This design comes from an exercise in tuning for small area on the open sky130 flow, not from production work.
In this exercise RTL edits were held to simulation tests only and were not proved equivalent to the original.
The flow treats the clock pin as an ideal source, which a real chip does not have.
Power figures rest on the tool's default switching activity, not on a simulated workload.

Design battle_top, start of the top module:
module battle_top
#(
	parameter int FRAME_PERIOD = 1000
) (
	input logic clock,
	input logic rst,
	input logic [3:0] key,
	output battle_pkg::coord_t pix_x,
	output battle_pkg::coord_t pix_y,
	output battle_pkg::colour_t pix_colour,
	output logic plot,
	output battle_pkg::fuel_t fuel,
	output logic turn
);
	logic [1:0] mode;
	logic first_frame;  
	logic [14:0] q;
	logic [7:0] px;
	logic [6:0] py;
	logic [10:0] c;
	logic [3:0] jump_st;
	assign px = q[7:0];
	assign py = q[14:8];
	assign c = q[10:0];
	assign jump_st = q[14:11];
	logic fire_key, right_key, left_key, jump_key;
	logic upd;  
	assign fire_key = ~key[0];
	assign right_key = ~key[1];
	assign left_key = ~key[2];
	assign jump_key = ~key[3];
	assign upd = mode[1] && (c == 11'd1150);
	localparam logic [3:0] JUMP_TEN = 4'b0001;
	localparam logic [3:0] JUMP_ZERO = 4'b0111;  
	logic [15:0] q_inc;
	logic [14:0] q_nxt;
	logic [3:0] njump;
	logic screen_mode, row_wrap, screen_wrap, map_end, frame_wrap, first_jump;
	logic walk, erase_end;
	assign screen_mode = ~mode[1];
	assign q_inc = {1'b0, q} + 16'd1;
	assign row_wrap = (px == 8'd255);
	assign screen_wrap = q_inc[15];
	assign map_end = screen_wrap && (mode == 2'd1);
	assign frame_wrap = mode[1] && (c == 11'd2047);
	assign first_frame = mode[1] && (jump_st == 4'b0000);
  ...
clock: 10.0 ns
lec_check: 0
cap_margin: 20
core_margin: 2
core_utilization: 40
slew_margin: 20
standard.sh (not shown) runs the stock make flow with config.mk's settings and CLKGATE_MAP_FILE= SYNTH_SCRIPT=/design/flow/synth_recipe.tcl, a recipe that flattens the netlist after the stock synthesis.
==> flow/flow/run.sh <==
#!/bin/bash
# Own layout flow:
#  1. the standard synthesis (standard.sh synth), unchanged;
#  2. the logic between its registers remapped by Yosys/ABC for area
#     (remap.ys with each of remap_*.abc; the smallest result is kept);
#     every register keeps its cell and its name;
#  3. the standard layout (standard.sh) of that netlist, given to ORFS
#     as SYNTH_NETLIST_FILES, with two changes:
#     - the port buffers are sky130_fd_sc_hd__buf_1: each port drives or is
#       driven by one cell, so a larger buffer is not needed;
#     - clock tree synthesis inserts no dummy loads, and a clock buffer
#       whose flip-flop clock pins see a slew over 100 ps is upsized
#       (post_cts.tcl, run as ORFS's POST_CTS_TCL hook).
# Logs: make_synth.log and synth_orfs/ (step 1), yosys_remap_*.log (step 2),
# make.log and orfs/logs (step 3), all in this folder.
set -euo pipefail
work=$(pwd)
plat=$FLOW_PLATFORM
lib=$FLOW_HOME/platforms/$plat/lib/sky130_fd_sc_hd__tt_025C_1v80.lib
dontuse=""
for c in probe_p_8 probec_p_8 lpflow_bleeder_1 lpflow_clkbufkapwr_1 lpflow_clkbufkapwr_16 \
	lpflow_clkbufkapwr_2 lpflow_clkbufkapwr_4 lpflow_clkbufkapwr_8 lpflow_clkinvkapwr_1 \
	lpflow_clkinvkapwr_16 lpflow_clkinvkapwr_2 lpflow_clkinvkapwr_4 lpflow_clkinvkapwr_8 \
	lpflow_decapkapwr_12 lpflow_decapkapwr_3 lpflow_decapkapwr_4 lpflow_decapkapwr_6 \
	lpflow_decapkapwr_8 lpflow_inputiso0n_1 lpflow_inputiso0p_1 lpflow_inputiso1n_1 \
	lpflow_inputiso1p_1 lpflow_inputisolatch_1 lpflow_isobufsrc_1 lpflow_isobufsrc_16 \
	lpflow_isobufsrc_2 lpflow_isobufsrc_4 lpflow_isobufsrc_8 lpflow_isobufsrckapwr_16 \
	lpflow_lsbuf_lh_hl_isowell_tap_1 lpflow_lsbuf_lh_hl_isowell_tap_2 \
	lpflow_lsbuf_lh_hl_isowell_tap_4 lpflow_lsbuf_lh_isowell_4 lpflow_lsbuf_lh_isowell_tap_1 \
	lpflow_lsbuf_lh_isowell_tap_2 lpflow_lsbuf_lh_isowell_tap_4; do
	dontuse="$dontuse -dont_use sky130_fd_sc_hd__$c"
done

# 1. standard synthesis
bash standard.sh synth > make_synth.log 2>&1
cp orfs/results/$plat/battle_top/base/1_2_yosys.v std_synth.v
mv orfs synth_orfs

# 2. remap the logic
# each script in its own Yosys run, four at a time; &deepsyn runs stop
# after a set time
for script in flow/remap_*.abc; do
	name=$(basename $script .abc)
	sed -e "s|@LIB@|$lib|g" -e "s|@TOP@|$FLOW_TOP|g" -e "s|@WORK@|$work|g" \
		-e "s|@DONTUSE@|$dontuse|g" -e "s|@ABC@|$work/$script|g" \
		-e "s|@OUT@|$work/$name.v|g" flow/remap.ys > ${name}_run.ys
	( yosys -l yosys_$name.log ${name}_run.ys > /dev/null 2>&1 && touch $name.ok ) &
	while (( $(jobs -rp | wc -l) >= 4 )); do sleep 1; done
done
wait
best=""
best_area=""
for script in flow/remap_*.abc; do
	name=$(basename $script .abc)
	if [[ -f $name.ok ]]; then
		area=$(grep 'Chip area' yosys_$name.log | tail -1 | awk '{print $NF}')
		echo "$name: $area" >> remap_areas.txt
		if [[ -z "$best" ]] || awk "BEGIN { exit !($area < $best_area) }"; then
			best=$name
			best_area=$area
		fi
	fi
done
[[ -n "$best" ]]
echo "kept: $best" >> remap_areas.txt
cp $best.v remap.v

# 3. layout
export SYNTH_NETLIST_FILES=$work/remap.v
export BUFFER_PORTS_ARGS="-buffer_cell sky130_fd_sc_hd__buf_1"
export CTS_ARGS="-sink_clustering_enable -repair_clock_nets -buf_list sky130_fd_sc_hd__clkbuf_8 -sink_clustering_size 60 -sink_clustering_max_diameter 300 -dont_use_dummy_load"
export POST_CTS_TCL=$work/flow/post_cts.tcl
bash standard.sh > make.log 2>&1
Other scripts of this flow, unchanged in this note and not shown: flow/flow/post_cts.tcl, flow/flow/remap.ys, flow/flow/remap_ds0.abc, flow/flow/remap_ds11.abc, flow/flow/remap_ds3.abc, flow/flow/remap_ds42.abc, flow/flow/remap_g5.abc, flow/flow/remap_h3.abc
The starting point ran to the end with no violations.
Change:
--- a/flow/design.v
+++ b/flow/design.v
@@ -115,15 +115,15 @@
 			pix_x = sum_x;
 			pix_y = sum_y;
 			plot = walk;
 			pix_colour = !c[7] ? 3'b000 : (c[5] ? 3'b001 : 3'b010);
 		end
 	end
 	battle_pkg::coord_t nx;
-	logic stand, fall, rise, go_right, go_left, move_ok;
+	logic jump_step_ok, stand, fall, rise, go_right, go_left, move_ok;
 	logic hill_here, hill_right, hill_left;
 	assign move_ok = upd && !fire_key && (fuel != 5'd0);
 	logic [5:0] ak;
 	logic hk_this, hk_next;
 	assign ak = a_x[7:2];
 	assign hk_this =
 		ak == 6'd9 || ak == 6'd10 || ak == 6'd11 || ak == 6'd12 || ak == 6'd13 ||
Sequential power barely changes.
Cell area went down by about 1.5%.
Total power decreases by 3.0%.
Routed wire length rose by about 0.9%.
Combinational power went down by 5.1%.
Hold slack is worse by 0.0043 ns.
Core utilization shrinks by 0.64 points.
Sequential share of layout area goes up by 0.62 points.
Maximum frequency drops by about 10%.
Area after synthesis is about the same.
Flip-flop and latch count is unchanged.
Global-route usage rose by 0.24 points.
Via count falls by about 2%.

separate check: timing with driven ports:
The results above use ideal ports. As a check the final layouts listed here were re-extracted and re-timed, cells and wires unchanged. Step 1, drivers: a clkbuf_16 drives clock and a buf_2 each remaining input, both assumed. Step 2 adds t to the input delays and takes it off the output delays; t is the mean of the earliest and latest rising clock arrival at the registers after step 1. Input paths then give back, and output paths get back, about the clock's delay inside the block. Slacks: ideal / step 1 / step 2; pairs: ideal / step 1.
| run | shift t [ns] | slack for setup (ns) | worst register clock-pin slew, ns | worst slew at a driven data input, ns |
|---|---|---|---|---|
| the first run | 0.336 | 2.348 / 2.323 / 2.323 | 0.09 / 0.09 | 0.03 |
| the second run | 0.343 | 1.449 / 1.429 / 1.429 | 0.09 / 0.09 | 0.03 |
After both steps every run listed still meets setup and hold. For the first run, which loses most, drivers alone change the setup slack by -0.025 ns; drivers and shift together by -0.025 ns.
